Background: an optimization exercise with open tools, aiming at small area. Do not read the settings as production practice.
At most, simulation tests tie the RTL to the original design; equivalence was not proved.
No functional check of the RTL was part of runs 1 and 2.
Power and IR drop assume default switching activity.

--- constraint.sdc ---
create_clock -name core_clock -period 4.0 [get_ports {clk}]
set_input_delay 0.8000 -clock core_clock [delete_from_list [all_inputs] [get_ports {clk}]]
set_output_delay 0.8000 -clock core_clock [all_outputs]
set_load 0.01 [all_outputs]
--- flow/run.sh ---
#!/bin/bash
# layout flow: the standard flow with these changes
#  - synthesis maps the logic between the registers with an area-oriented ABC
#    script (flow/area.abc); the registers are mapped as in the standard flow
#  - the port buffers, and the buffers synthesis puts on constant outputs,
#    are the smallest buffer
#  - the clock tree uses larger sink clusters and no dummy loads
#  - one tie cell drives all the constant outputs' buffers
set -e
W=$PWD
{
	cat <<'EOT'
proc abc {args} {
  set i [lsearch -exact $args -script]
  if { $i >= 0 } {
    set args [lreplace $args [expr {$i + 1}] [expr {$i + 1}] $::env(MY_ABC_SCRIPT)]
  }
  yosys abc {*}$args
}
EOT
	cat synth_recipe.tcl
} > my_synth.tcl
sed -e "s#SYNTH_SCRIPT=[^ ]*#SYNTH_SCRIPT=$W/my_synth.tcl 'MIN_BUF_CELL_AND_PORTS=sky130_fd_sc_hd__buf_1 A X' SKIP_REPAIR_TIE_FANOUT=1#" standard.sh > my_standard.sh
export MY_ABC_SCRIPT=$W/flow/area.abc
export BUFFER_PORTS_ARGS="-buffer_cell sky130_fd_sc_hd__buf_1"
export CTS_ARGS="-sink_clustering_enable -repair_clock_nets -sink_clustering_size 16 -sink_clustering_max_diameter 100 -buf_list {sky130_fd_sc_hd__clkbuf_4 sky130_fd_sc_hd__clkbuf_8} -dont_use_dummy_load"
bash my_standard.sh > standard.log 2>&1
--- standard.sh ---
#!/bin/bash
# synth_recipe.tcl (not shown) runs the flow's synth.tcl, then flattens the netlist and writes it again
# the make line also repeats each setting of config.mk as NAME=value (left out here)
make -C /OpenROAD-flow-scripts/flow DESIGN_CONFIG=/design/flow/config.mk WORK_HOME=/design/flow/orfs CLKGATE_MAP_FILE= SYNTH_SCRIPT=/design/flow/synth_recipe.tcl "${@:-finish}"
--- flow/area.abc ---
strash
&get -n
&st
&syn2
&dch -f
&nf -R 30 -C 32 -F 8 -A 4
&st
&syn2
&dch -f
&nf -R 30 -C 32 -F 8 -A 4
&put
topo
dnsize -c
--- design.v ---
`default_nettype none
package rx_pkg;
	typedef struct packed {
		logic [256-1:0] data;
		logic [32-1:0]  ctrl;
	} rx_word_t;
	typedef enum logic [1:0] {
		SPEED_25G = 2'd0,
		SPEED_40G = 2'd1,
		SPEED_50G = 2'd2
	} rx_speed_t;
	typedef struct packed {
		logic       sof;
		logic [2:0] sof_lane;   
		logic       eof;
		logic [4:0] eof_lane;   
		logic       in_frame;
	} rx_evt_t;
	typedef struct packed {
		logic [7:0]  sof_mark;    
		logic        same_word;   
		logic [6:0]  rsvd;
		logic [15:0] bytes;
	} rx_bcnt_t;
endpackage
`default_nettype wire
`default_nettype none
module rx_mac_top (
	input  wire                clk,
	input  wire                reset_,
	input  wire  [1:0]         speed,        
	input  wire                init_done,
	input  wire  [287:0]       rx_in,        
	output logic [287:0]       rx_out,       
	output logic               x_we,
	output logic               x_bcnt_we,
	output logic [31:0]        x_byte_cnt,   
	output logic               linkup
);
	localparam int LINK_MAX = 8 + 2;   
	logic [8-1:0] start_found;
	logic [8-1:0] seq_found;
	logic                       start_any;
	logic [2:0]                 start_pos;
	always_comb begin
		for (int k = 0; k < 8; k++) begin
			start_found[k] = rx_in[4*k] && (rx_in[32 + 32*k +: 8] == 8'hfb);
			seq_found[k]   = rx_in[4*k] && (rx_in[32 + 32*k +: 8] == 8'h9c);
		end
		start_pos = 3'd0;
		for (int k = 8 - 1; k >= 0; k--)
			if (start_found[k])
				start_pos = 3'(k);
	end
	assign start_any = |start_found;
	logic [1:0] ph;       
	logic       sof_q;    
	logic       act;      
	logic       wf;       
	logic       rq;       
	logic       b1;
	logic       rn;       
	logic       blast;
	logic       sof_hit;
	logic       open;
	logic       closing;
	assign b1    = (ph == 2'd1);
	assign rn    = (ph == ((speed == 2'd0) ? 2'd2 : 2'd0));
	assign blast = (ph == ((speed == 2'd0) ? 2'd3 : 2'd1));
	logic [32-1:0] term_m;
	logic                 term_any;
	logic [4:0]           term_lane;   
	logic [2:0]           sof_pos;
	always_comb begin
		for (int l = 0; l < 32; l++)
			term_m[l] = rx_out[l] && (rx_out[32 + 8*l +: 8] == 8'hfd) &&
				(!rq || 3'(l / 4) >= sof_pos);
		term_any  = |term_m;
		term_lane = 5'd0;   
		for (int l = 32 - 1; l >= 0; l--)
			if (term_m[l])
				term_lane = 5'(l + 1);
	end
	assign closing = wf && term_any;
	assign open    = act && !closing;
	assign sof_hit = start_any && !open && (ph == 2'd0 || !wf);
	always_ff @(posedge clk) begin
		ph    <= sof_hit ? 2'd1 : (blast ? 2'd0 : ph + 2'd1);
		sof_q <= sof_hit;
		if (!reset_) begin
			act <= 1'b0;
			wf  <= 1'b0;
		end else begin
			if (sof_hit)
				act <= 1'b1;
			else if (rn && closing)
				act <= 1'b0;
			if (b1)
				wf <= act;
		end
	end
	always_ff @(posedge clk) begin
		if (b1) begin
			rx_out <= rx_in;
			rq     <= sof_q;
		end
	end
	assign x_we      = wf && blast;
	assign x_bcnt_we = closing && blast;
	logic [10:0] cnt_hi;
	logic        lo_cy;
	logic [4:0]  cnt_lo;
	logic        same_word;
	logic [5:0]  word_bytes;   
	logic [5:0]  lo_sum;
	assign word_bytes = {term_lane == 5'd0, term_lane};
	assign lo_sum = {1'b0, cnt_lo[4:2], 2'b00} + word_bytes;
	always_comb begin
		lo_cy = 1'b1;
		for (int l = 0; l < 32 - 1; l++)
			if (5'(l) < 5'd31 - {cnt_lo[4:2], 2'b00} && term_m[l])
				lo_cy = 1'b0;
	end
	always_ff @(posedge clk) begin
		if (rn && wf) begin
			if (rq) begin
				cnt_lo    <= {word_bytes[4:2] - sof_pos, word_bytes[1:0]};
				same_word <= term_any;
			end else begin
				cnt_lo <= lo_sum[4:0];
			end
		end
		if (rn && wf && rq)
			cnt_hi <= 11'(!(|term_m[30:0]) && sof_pos == 3'd0);
		else
			cnt_hi <= cnt_hi + 11'(rn && wf && lo_cy);
		if (sof_q)
			sof_pos <= start_pos;
	end
	assign x_byte_cnt = {8'(1) << sof_pos, same_word, 7'd0, cnt_hi, cnt_lo};
	logic       seq_q;
	logic       fault;
	logic [3:0] clean;   
	assign fault = !init_done || seq_q;
	always_ff @(posedge clk) begin
		if (!reset_) begin
			seq_q  <= 1'b0;
			clean  <= 4'd0;
			linkup <= 1'b0;
		end else begin
			seq_q  <= |seq_found;
			clean  <= fault ? 4'd0 : (clean == 4'(LINK_MAX) ? clean : clean + 4'd1);
			linkup <= (clean == 4'(LINK_MAX));
		end
	end
endmodule
`default_nettype wire
--- config.mk ---
export PLATFORM = sky130hd
export DESIGN_NAME = rx_mac_top
export DESIGN_NICKNAME = rx_mac_top
export VERILOG_FILES = /design/flow/design.v
export SDC_FILE = /design/flow/constraint.sdc
export NUM_CORES = 4
export LEC_CHECK = 0
export CAP_MARGIN = 0
export CORE_MARGIN = 2
export CORE_UTILIZATION = 40
export GPL_TIMING_DRIVEN = 0
export PLACE_DENSITY = 0.6
export SLEW_MARGIN = 0
==> results of run 1 <==
-- power by group through the flow --
| stage | clock network (mW) | logic [mW] | registers, mW |
|---|---|---|---|
| 2_1_floorplan | 0 | 0.460 | 5.70 |
| 3_3_place_gp | 0 | 1.91 | 5.36 |
| 3_5_place_dp | 0 | 1.99 | 5.31 |
| 4_1_cts | 1.57 | 2.03 | 5.24 |
| 5_1_grt | 1.65 | 2.18 | 5.35 |
| 6_report | 1.51 | 2.04 | 5.25 |
-- per-layer routing --
layer | GRT usage | vias up | wire length (um)
met2 | 0.4112 | 443 | 19470
met1 | 0.3102 | 4369 | 15470
met4 | 0.07813 | 4 | 1334
met5 | 0 | - | 25
li1 | - | 4068 | -
met3 | 0.06387 | 70 | 3096
-- cells by family (layout without fill, tap and decap cells) --
kind of cell             after synthesis  in the layout  synth area share
AO/OA/AOI/OAI                         43             43           0.02226
multiplexers                           1              1         0.0008604
AND/OR/NAND/NOR                      299            299            0.1384
flip-flops                           320            320            0.8071
XOR/XNOR                              16             16           0.01205
adder cells (fa/ha/maj)                9              9           0.01033
other                                  1              2         0.0003223
buffers and inverters                 27            679          0.008712
-- layout make-up --
class                      instances  area share
clock buffer                      23     0.02071
antenna                            1   0.0001637
tap                              384     0.03144
sequential                       320      0.6144
multi-input combinational        369      0.1617
timing repair buffer             629      0.1650
inverter                          19    0.004667
buffer                             8    0.001965
-- registers in the layout, indices dropped and copies added, names as in the netlist, 2 cells and up --
| signal | count |
|---|---|
| clean | 4 |
| cnt_hi | 11 |
| cnt_lo | 5 |
| ph | 2 |
| rx_out | 288 |
| sof_pos | 3 |
-- worst paths after layout --
check	startpoint	end	slack [ns]
worst max-delay path	rq$_DFFE_PN_	x_bcnt_we	0.14
worst min-delay path	rx_in[285]	rx_out[285]$_DFFE_PN_	0.38
worst max register to register	sof_pos[0]$_SDFFCE_PP0P_	cnt_hi[10]$_SDFF_PP0_	0.36
worst min register to register	ph[0]$_SDFF_PP1_	ph[0]$_SDFF_PP1_	0.50
-- cell usage in the layout, fill, tap and decap left out, types with 3 or more instances in the layout --
cell type  Yosys  final
a21oi_1       14     14
nand4b_1      10     10
a31oi_1        3      3
or2_0          6      5
nor2_1        51     48
nor4_4         0      9
buf_4          0     17
nand2_2        0      3
buf_16         0      4
dfxtp_1       22     22
xnor2_1        9      9
and3_1         6      4
o21ai_0       13     12
nand3_1       39     38
and2_0         4      4
buf_1          8    615
xor2_1         7      7
clkinv_1      19     17
edfxtp_1     298    298
nor4_2         0      7
nand4_1       33     33
nand2b_1      16     16
ha_1           8      7
clkbuf_8       0     23
nor3_1        25     20
nand2_1       51     46
nor4_1        27     11
nand3b_1      14     14
nor3_2         0      3
-- stage by stage --
step                      worst slack [ns]  setup TNS (ns)    util
after floorplan                     0.8404               0       -
after global placement             -0.4816          -1.497  0.5020
after detailed placement           -0.4321          -1.429  0.5058
after CTS                          0.02057               0  0.5265
after global routing               0.01376               0  0.5324
final                               0.1352               0  0.5324
-- worst register-to-register path, stage by stage (launching register included) --
cell and delay [ns]:
edfxtp_1 0.45, buf_4 0.14, inv_2 0.05, o21ai_4 0.25
nor4_4 0.12, or2_0 0.25, or2_0 0.26, nor2_2 0.19
buf_4 0.14, a31oi_1 0.07, a211oi_1 0.23, ha_1 0.21
ha_1 0.18, and3_1 0.21, nand3_1 0.12, nor3_1 0.27
nand3_1 0.14, xor2_1 0.16, nor2_1 0.05
-- what timing repair did --
item / in CTS / in global routing
gates cloned: 0 / 0
endpoints found under the setup margin: 8 / 1
pin swaps: 4 / 5
hold endpoints to repair: 0 / 0
resized for setup: 40 / 24
setup buffers: 12 / 5
==> run notes, run 1 <==
* Switching Power at a little under 3 mW
* Crit. End Element: primary output
* Hold Crit Depth at 1
* Synth top area share at 0.7692
* Min Clock Period, post-route at slightly below 4 ns
* Placed Cells at about 1700
* Later-pin clock latency in the skew report at between 0.5 and 0.6 ns
* Syn Std Cell Area at about 0.012 mm^2
* Final Non-Filler Cells at 1753
* Cell Rows at just over 60
* Clock Skews at just over 0.02 ns
* Htree depth at 1
* Sw Share at 0.3336
* Int Power at between 5 and 6 mW
* Detailed Route Iter0 Violations at 700
* Layout cell share with drive strength beyond 1 at 0.06360
* Critical path class: flop to primary output
* Yosys warns at 1
* Post-route design area at roughly 0.015 mm^2
* Outcome: no timing/DRC/antenna violations
* Pwr Density at between 500 and 600 mW/mm^2
* Main synth FF type: edfxtp_1
* Average wire per standard cell at 22.47 um
* Initial antenna violation count at 3
* Vias/cell at between 5 and 6
* Distinct cells, synth at 44
* Initial Utilization at 0.4053
* Final setup viols at 0
* Area contributors post-synth: edfxtp_1, dfxtp_1, nand4_1
* Max Fclk at 258.7 MHz
* Die area at 0.03046 mm^2
* Clk slew on worst S/H paths at between 0.1 and 0.15 ns
* Hold WC Path Type: input port to flop
* Top cell type by total area after synthesis: edfxtp_1
* Critical Path, Cell by Cell: buf_4 -> nand2_8 -> o21ai_4 -> nor4_4 -> or2_0 -> or2_0 -> nor2_2 -> nand2_2 -> nor3_4 -> inv_2 -> nand2_1 -> nor2_1 -> buf_2
* Maxcap violations at 0
* Leak pwr at between 4 and 5 nW
* Worst reg-to-reg path cell count at 18
* First-pass GRT wire length at about 54000 um
* Clk root buf: clkbuf_8
* Slowest cell on the critical path: edfxtp_1
* Post-synth top cells: edfxtp_1, nand2_1, nor2_1, nand3_1, nand4_1
* Num CTS Buffers at 23
* Final hold vios at 0
* Register bit count reported by yosys at 320
* Nets at approximately 1700
* Most common cell type on the critical path: or2_0
* Dominant cell by count in the synthesized netlist: edfxtp_1
* CTS sink cnt at 320
* CTS tree: built
* Combinational power share at 0.232
* Overall Power at approximately 8.8 mW
* CP Data Arrival Time at slightly above 3 ns
* Rel. slew slack at 0.4208
* Routed wire length at between 30000 and 40000 um
* Overall routing resource usage at 0.2444
* IR drop worst, VDD at 390.1 uV
* Final period util at 0.9662
* Asr flop ratio synth at 0
* Critical path peak fanout at 8
* Pin count of the biggest net entering global routing at a little over 70
* DIE WIDTH at roughly 170 um
* Synthesis-to-finish area growth at 31.36%
* Clock power share at 0.171
* Post-CTS Hold Fix Bufs at 0
* Via count at 8954
* EDFF count, synth at about 300
* CP bufs+invs at 3
* CP required at ~3.2 ns
* # DRC at 0
* Final ANT Viol Nets at 0
* FF+latch area at 0.009389 mm^2
* Layout filler cell count at 2533
* Startpoint types: flop
* IO Port Bufs at 608
* Die Y at 174.5 um
* Post-synthesis sequential area ratio at 0.8071
* # IOs at approximately 620
* Worst path max stage delay at ~0.48 ns
* Cells after Synth at approximately 720
* Unrepaired setup endpoints after global routing: no
* Pre-Repair DR Iteration Count at 5
* DP Area at 0.01452 mm^2
* Syn_nets at roughly 1000
* Multi-input logic area at about 0.0025 mm^2
* Total grt overflow at 0
* Top Family by Delay on Critical Path: simple AND/OR/NAND/NOR gates
* Critical path depth in cells at 13
* Hold_ws at roughly 0.38 ns
* Worst slew pin tran at about 0.86 ns
* Avg Inst Size Synth at about 16 um^2
* DP Wirelength at approximately 32000 um
* Sequential power share at 0.596
* Core area at 0.02870 mm^2
* Vias in the first global route at a little under 9000
* Fin. max-slew vios at 0
* Clock Path Buffers at 3
* Gpl congestion at roughly 0.94
==> run 2, diff against run 1 <==
==> flow/area.abc (replaced) <==
strash
&get -n
&st
&syn2
&dch -f
&nf -a -R 30
&st
&syn2
&dch -f
&nf -a -R 30
&put
topo
dnsize -c
==> run 2 against run 1 <==
Still clean on timing, DRC and antenna. Clock skew is 0.0017 ns lower. Wire length up 0.44%. Non-clock buffer count rose by 9. Final area up 1.1%. Setup slack worse by 0.012 ns. Synthesized cell count increased by 1.1%. Clock power about the same. Area after synthesis increased by 0.40%. Critical endpoint unchanged.
==> run notes, run 2 <==
* Outcome: no timing/DRC/antenna violations
* DP Area at 0.01457 mm^2
* Met2 Track Usage GR at 0.4160
* Setup TNS at 0 ns
* Worst reg-to-reg path cell count at 17
* DP Wirelength at about 32000 um
* Top reg by flops: rx_out
* Dominant cell by count in the synthesized netlist: edfxtp_1
* Number of flip-flops in the largest register at about 290
* Die area at a little over 0.03 mm^2
* Core area at about 0.029 mm^2
* Cell Rows at slightly above 60
* Post-route design area at 0.01544 mm^2
* Top Usage Layer GRT: met2
* Detailed Route Iter0 Violations at between 600 and 700
* DIE WIDTH at 174.9 um
* Clock Skews at approximately 0.019 ns
* Cells after Synth at 724
* Clk root buf: clkbuf_8
* Yosys warns at 1
* Initial antenna violation count at 2
* Critical path class: flop to primary output
* Later-pin clock latency in the skew report at 0.57 ns
* Grt met1 use at 0.3050
* Overall routing resource usage at 0.2456
* Max Fclk at between 200 and 300 MHz
* Post-CTS Hold Fix Bufs at 0
* Asr flop ratio synth at 0
* Fin. max-slew vios at 0
* Synth top area share at 0.7661
* Slowest cell on the critical path: edfxtp_1
* Unrepaired setup endpoints after global routing: yes
* Critical path peak fanout at 6
* Top cell type by total area after synthesis: edfxtp_1
* IR drop worst, VDD at about 390 uV
* Worst slew pin tran at approximately 0.98 ns
* Via count at approximately 9000
* Routed wire length at a little under 40000 um
* Most frequent cells in the layout: buf_1, edfxtp_1, nand4_1
* CTS sink cnt at between 300 and 400
* # DRC at 0
* CP bufs+invs at 2
* Min Clock Period, post-route at 3.877 ns
* Hold Crit Depth at 1
* Final setup viols at 0
* Pwr Density at about 600 mW/mm^2
* Top Family by Delay on Critical Path: simple AND/OR/NAND/NOR gates
* Leak pwr at slightly below 5 nW
* Syn Std Cell Area at roughly 0.012 mm^2
* First-pass GRT wire length at 54990 um
* Gpl congestion at approximately 0.91
* # IOs at 616
* Distinct cells, synth at 43
* Hold WC Path Type: input port to flop
* Initial Utilization at 0.4069
* Maxcap violations at 0
* CP required at 3.20 ns
* Total grt overflow at 0
* Startpoint types: flop
* Top flop regs: rx_out x288, cnt_hi x11, cnt_lo x5
* EDFF count, synth at about 300
* IO Port Bufs at approximately 610
* Num CTS Buffers at 23
* Most common cell after layout, fill and taps aside: buf_1
* Vias/cell at between 5 and 6
* Die Y at approximately 170 um
* Avg Inst Size Synth at 16.13 um^2
* Worst path max stage delay at a little under 0.5 ns
* Met3 GRT Util at 0.07528
* Synthesis-to-finish area growth at 32.22%
* Final hold vios at 0
* Main synth FF type: edfxtp_1
* Average wire per standard cell at roughly 22 um
* Clock Path Buffers at 3
* Critical Path, Cell by Cell: nand2_4 -> o21ai_4 -> nor4_2 -> a31oi_2 -> nand2_2 -> or3_4 -> nor2_4 -> nand2_4 -> a41oi_4 -> clkinv_2 -> nand2_2 -> nor2_2 -> buf_2
* Final period util at 0.9693
* Area contributors post-synth: edfxtp_1, dfxtp_1, nand4_1
* Pin count of the biggest net entering global routing at 70
* Layout cell share with drive strength beyond 1 at 0.08014
* Placed Cells at between 1500 and 2000
* Post-synthesis sequential area ratio at 0.8039
* Final ANT Viol Nets at 0
* Crit. End Element: primary output
* Pre-Repair DR Iteration Count at 5
* Critical path depth in cells at 13
* Vias in the first global route at 8662
* Rel. slew slack at 0.3377
* Nets at between 1500 and 2000
* Final Non-Filler Cells at between 1500 and 2000
* Syn_nets at 1026
* Clk slew on worst S/H paths at between 0.1 and 0.15 ns
* Register bit count reported by yosys at 320
* CP Data Arrival Time at between 3 and 4 ns
* Htree depth at 1
* CTS tree: built
* Post-synth top cells: edfxtp_1, nor2_1, nand2_1, nand4_1, nand3_1
==> run 2: changes by cell type after synthesis, moves of 3 or more <==
cell,change
nand4b_1,-7
nand4_1,+9
nor4bb_1,+3
nand2_1,-7
nand2b_1,+5
==> run 2: kinds of logic after synthesis <==
family	share of synthesized area
adder cells (fa/ha/maj)	0.01028
other	0.0003211
AO/OA/AOI/OAI	0.02475
flip-flops	0.8039
buffers and inverters	0.008677
AND/OR/NAND/NOR	0.1401
XOR/XNOR	0.01200
==> run 2: layout make-up <==
| class | count | area, um^2 |
|---|---|---|
| Fill cell | 2543 | 13260 |
| Sequential cell | 320 | 9389 |
| Timing Repair Buffer | 638 | 2600 |
| Multi-Input combinational cell | 377 | 2550 |
| Tap cell | 384 | 480.5 |
| Clock buffer | 23 | 316.6 |
| Inverter | 19 | 75.07 |
| Buffer | 8 | 30.03 |
| Antenna cell | 1 | 2.502 |
==> run 2: path summary, 6_finish.rpt <==
| path | startpoint | endpoint | slack [ns] |
|---|---|---|---|
| worst max-delay path | sof_pos[1]$_SDFFCE_PP0P_ | x_bcnt_we | 0.12 |
| worst min-delay path | rx_in[50] | rx_out[50]$_DFFE_PN_ | 0.39 |
| worst max register to register | sof_pos[1]$_SDFFCE_PP0P_ | cnt_hi[10]$_SDFF_PP0_ | 0.28 |
| worst min register to register | ph[0]$_SDFF_PP1_ | ph[0]$_SDFF_PP1_ | 0.50 |
==> run 2: through the flow <==
step                total power [mW]  setup WS, ns    util  hold slack [ns]
finish                         9.164        0.1228  0.5381           0.3909
CTS                            9.195      0.004729  0.5297           0.3418
global route                   9.590      -0.03166  0.5381           0.3553
floorplan                      6.411        0.6017       -           0.4456
detailed placement             7.656       -0.4545  0.5075           0.4764
global placement               7.632       -0.4101  0.5036           0.4706
==> run 2: where the power goes <==
group          switching, mW  internal [mW]  total [mW]
Combinational           1.59          0.682        2.27
Clock                  0.980          0.517        1.50
Sequential             0.560           4.83        5.39
Total                   3.13           6.03        9.16
==> run 2: metal layers <==
metal  wire (um)  up-vias  share of wire
met5          13        -        0.00033
met4        1159        2          0.029
met3        3559       69          0.090
met2       19550      432           0.49
met1       15280     4254           0.39
li1            -     4119              -
==> run 2: repair_timing <==
item	in CTS	in global routing
setup endpoints to repair	6	3
gates resized for setup	45	39
pin swaps	7	19
endpoints found under the hold margin	0	0
buffers inserted	18	8
==> run 3, diff against run 2 <==
--- a/design.v
+++ b/design.v
@@ -60,2 +60,3 @@
 	logic       rq;       
+	logic       ef;       
 	logic       b1;
@@ -92,3 +93,6 @@
 			wf  <= 1'b0;
+			ef  <= 1'b0;
 		end else begin
+			if (rn)
+				ef <= closing;
 			if (sof_hit)
@@ -108,3 +112,3 @@
 	assign x_we      = wf && blast;
-	assign x_bcnt_we = closing && blast;
+	assign x_bcnt_we = ef && blast;
 	logic [10:0] cnt_hi;
@@ -112,3 +116,2 @@
 	logic [4:0]  cnt_lo;
-	logic        same_word;
 	logic [5:0]  word_bytes;   
@@ -126,4 +129,3 @@
 			if (rq) begin
-				cnt_lo    <= {word_bytes[4:2] - sof_pos, word_bytes[1:0]};
-				same_word <= term_any;
+				cnt_lo <= {word_bytes[4:2] - sof_pos, word_bytes[1:0]};
 			end else begin
@@ -139,3 +141,3 @@
 	end
-	assign x_byte_cnt = {8'(1) << sof_pos, same_word, 7'd0, cnt_hi, cnt_lo};
+	assign x_byte_cnt = {8'(1) << sof_pos, rq, 7'd0, cnt_hi, cnt_lo};
 	logic       seq_q;
==> flow/area.abc (replaced) <==
strash
&get -n
&st
&syn2
&dch -f
&nf -R 30 -C 32 -F 8 -A 4
&st
&syn2
&dch -f
&nf -R 30 -C 32 -F 8 -A 4
&put
topo
dnsize -c
==> run 3 against run 2 <==
Combinational power barely moved. Final cell count is 1.7% lower. Sequential share of layout area is 2.1 points higher. Still clean. First-iteration DRC count grew 13%. Setup slack improved by 0.12 ns. Maximum frequency rose by 3.2%. Via count shrank 0.25%. Largest power group unchanged. Utilization shrank 1.8 points. Wire length is 2.7% higher. Largest cell class unchanged.
==> run notes, run 3 <==
* Yosys warns at 1
* CTS sink cnt at 320
* Final hold vios at 0
* Routed wire length at just over 40000 um
* Maxcap violations at 0
* First-pass GRT wire length at 57060 um
* Clock Skews at approximately 0.024 ns
* Register bit count reported by yosys at 320
* Slowest cell on the critical path: edfxtp_1
* Pre-Repair DR Iteration Count at 5
* Clock Path Buffers at 3
* Overall Power at between 9 and 10 mW
* Min Clock Period, post-route at approximately 3.8 ns
* EDFF count, synth at about 300
* Die Y at approximately 170 um
* IR drop worst, VDD at 389.4 uV
* Pwr Density at 610.1 mW/mm^2
* Detailed Route Iter0 Violations at around 700
* Core area at around 0.029 mm^2
* Max Fclk at ~270 MHz
* Clk root buf: clkbuf_8
* Initial antenna violation count at 0
* N_diodes at 0
* Critical path peak fanout at 8
* DP Wirelength at between 30000 and 40000 um
* Htree depth at 1
* Top cell type by total area after synthesis: edfxtp_1
* Post-synthesis sequential area ratio at 0.8108
* Rel. slew slack at 0.1626
* Pin count of the biggest net entering global routing at 66
* Synthesis-to-finish area growth at 28.82%
* Via count at between 8000 and 9000
* Met3 routed WL at 2918 um
* Syn Std Cell Area at ~0.012 mm^2
* Hold WC Path Type: input port to flop
* Fin. max-slew vios at 0
* Outcome: no timing/DRC/antenna violations
* Worst path max stage delay at ~0.42 ns
* Layout cell share with drive strength beyond 1 at 0.03540
* Synth top area share at 0.7710
* Area contributors post-synth: edfxtp_1, dfxtp_1, nand4_1
* Distinct cells, synth at 40
* Final ANT Viol Nets at 0
* Syn_nets at just over 1000
* CTS tree: built
* Avg Inst Size Synth at about 16 um^2
* Most frequent cells in the layout: buf_1, edfxtp_1, nand2_1
* # DRC at 0
* Multi-input logic area at between 0.002 and 0.0025 mm^2
* FF+latch area at ~0.0094 mm^2
* Critical Path, Cell by Cell: buf_4 -> nand2_1 -> nor2_2 -> nor4_1 -> or2_0 -> nor2_1 -> o21ai_0 -> nand2_1 -> a31oi_1 -> nor3_1 -> ha_1 -> ha_1 -> nand2_1 -> nor2_1 -> and3_1 -> nand4_1 -> xor2_1 -> nor2_1
* Top reg by flops: rx_out
* Vias/cell at slightly above 5
* Util after Layout at 0.5205
* Startpoint types: flop
* Unrepaired setup endpoints after global routing: yes
* Main synth FF type: edfxtp_1
* Asr flop ratio synth at 0
* IO Port Bufs at between 600 and 700
* CP required at 4.43 ns
* CP Data Arrival Time at 4.19 ns
* Gpl congestion at around 0.89
* Final period util at 0.9388
* Num CTS Buffers at 23
* Most common cell after layout, fill and taps aside: buf_1
* DIE WIDTH at 174.1 um
* Critical path class: flop to flop
* Layout filler cell count at 2612
* Top Family by Delay on Critical Path: simple AND/OR/NAND/NOR gates
* Metal2 WL at 22190 um
* Total grt overflow at 0
* Later-pin clock latency in the skew report at approximately 0.56 ns
* Worst slew pin tran at about 1.2 ns
* Leak pwr at 4.633 nW
* Nets at about 1700
* Die area at about 0.03 mm^2
* Cells after Synth at a little over 700
* Post-synth top cells: edfxtp_1, nand2_1, nor2_1, nand4_1
* M1 wire length at 14780 um
* Dominant cell by count in the synthesized netlist: edfxtp_1
* Hold_ws at 0.3998 ns
* Clk slew on worst S/H paths at roughly 0.11 ns
* Final setup viols at 0
* Vias in the first global route at ~8800
* Initial Utilization at 0.4041
* Average wire per standard cell at between 20 and 25 um
* Overall routing resource usage at 0.2589
* # IOs at between 600 and 700
* Crit. End Element: flop
* CP bufs+invs at 1
* Cell Rows at 62
* Number of flip-flops in the largest register at 288
* Top flop regs: rx_out x288, cnt_hi x11, cnt_lo x5
* Top Metal Used: met4
run 3: kinds of logic (layout without fill, tap and decap cells):
logic type	count (synthesis)	in the layout	synth area share
DFF	320	320	0.8108
and+or+nand+nor	296	296	0.1374
AOI/OAI and AO/OA	46	46	0.02304
buffers and inverters	23	670	0.007463
xor gates and xnor gates	14	14	0.01060
adders and majority gates	9	9	0.01038
other	1	1	0.0003242
run 3: through the flow:
step	TNS [ns]	instance area, um^2	setup slack (ns)	cells
final	0	14900	0.2448	1740
after global routing	-0.3446	14900	-0.1501	1740
after global placement	-0.3829	14340	-0.1709	1701
after floorplan	0	11580	0.7014	709
after CTS	0	14780	0.007434	1728
after detailed placement	-0.2567	14450	-0.1505	1705
run 3: worst reg2reg max path: stages, from the launching register on:
cell and delay, ns:
edfxtp_1 0.42, buf_4 0.14, nand2_1 0.25, nor2_2 0.38, nor4_1 0.15, or2_0 0.25, nor2_1 0.27, o21ai_0 0.14
nand2_1 0.08, a31oi_1 0.10, nor3_1 0.22, ha_1 0.21, ha_1 0.21, nand2_1 0.07, nor2_1 0.19, and3_1 0.25
nand4_1 0.12, xor2_1 0.15, nor2_1 0.05
run 3: final timing paths:
path / from / endpoint / slack (ns) / depth (start not counted)
worst max-delay path: sof_pos[2]$_SDFFCE_PP0P_ / cnt_hi[10]$_SDFF_PP0_ / 0.24 / 18
worst min register to register: act$_SDFFE_PN0P_ / act$_SDFFE_PN0P_ / 0.48 / 2
worst max register to register: sof_pos[2]$_SDFFCE_PP0P_ / cnt_hi[10]$_SDFF_PP0_ / 0.24 / 18
worst min-delay path: rx_in[76] / rx_out[76]$_DFFE_PN_ / 0.40 / 1
run 3: final cells by class:
type                    count  area share
plain buffers               8    0.002015
clock buffers              23     0.02124
inverters                  15    0.003779
multi-input cells         366      0.1447
flip-flops and latches    320      0.6294
well taps                 384     0.03224
repair buffers            624      0.1666
run 3: what timing repair did:
action	in CTS	in global routing
gates resized for setup	3	6
pin swaps	0	0
endpoints found under the setup margin	3	8
hold buffers	0	0
setup buffers	0	12
run 3: metal layers:
| metal | vias to the layer above | track usage |
|---|---|---|
| li1 | 4034 | - |
| met1 | 4316 | 0.2941 |
| met2 | 460 | 0.4962 |
| met3 | 44 | 0.05862 |
| met4 | 0 | 0.05182 |
| met5 | - | 0 |
run 3: where the power goes:
part	switching, mW	leakage [nW]	internal [mW]	total [mW]
Clock	0.976	0.165	0.518	1.49
Combinational	1.59	1.53	0.648	2.24
Sequential	0.534	2.93	4.83	5.36

## what the ideal ports hide
Ports are ideal in the flow. The routed layouts listed here were re-timed in OpenROAD. Step 1, drivers: a clkbuf_16 drives clk and a buf_2 each remaining input, both assumed. Step 2 adds t to the input delays and takes it off the output delays; t is the mean of the earliest and latest rising clock arrival at the registers after step 1. Input paths then give back, and output paths get back, about the clock's delay inside the block. Three values: no drivers, after step 1, after step 2; two values: the first two.
run	t (ns)	setup slack, ns	hold WS [ns]	worst data-port slew with drivers (ns)
run 1	0.615	0.135 / 0.089 / 0.175	0.382 / 0.359 / 0.505	0.12
run 2	0.605	0.123 / 0.075 / 0.149	0.391 / 0.366 / 0.497	0.10
run 3	0.600	0.245 / 0.245 / 0.008	0.400 / 0.380 / 0.477	0.11
After both steps setup and hold are still met in every run listed. The setup slack of run 3, which loses most, moves by 0.000 ns with the drivers and by -0.237 ns with both steps.
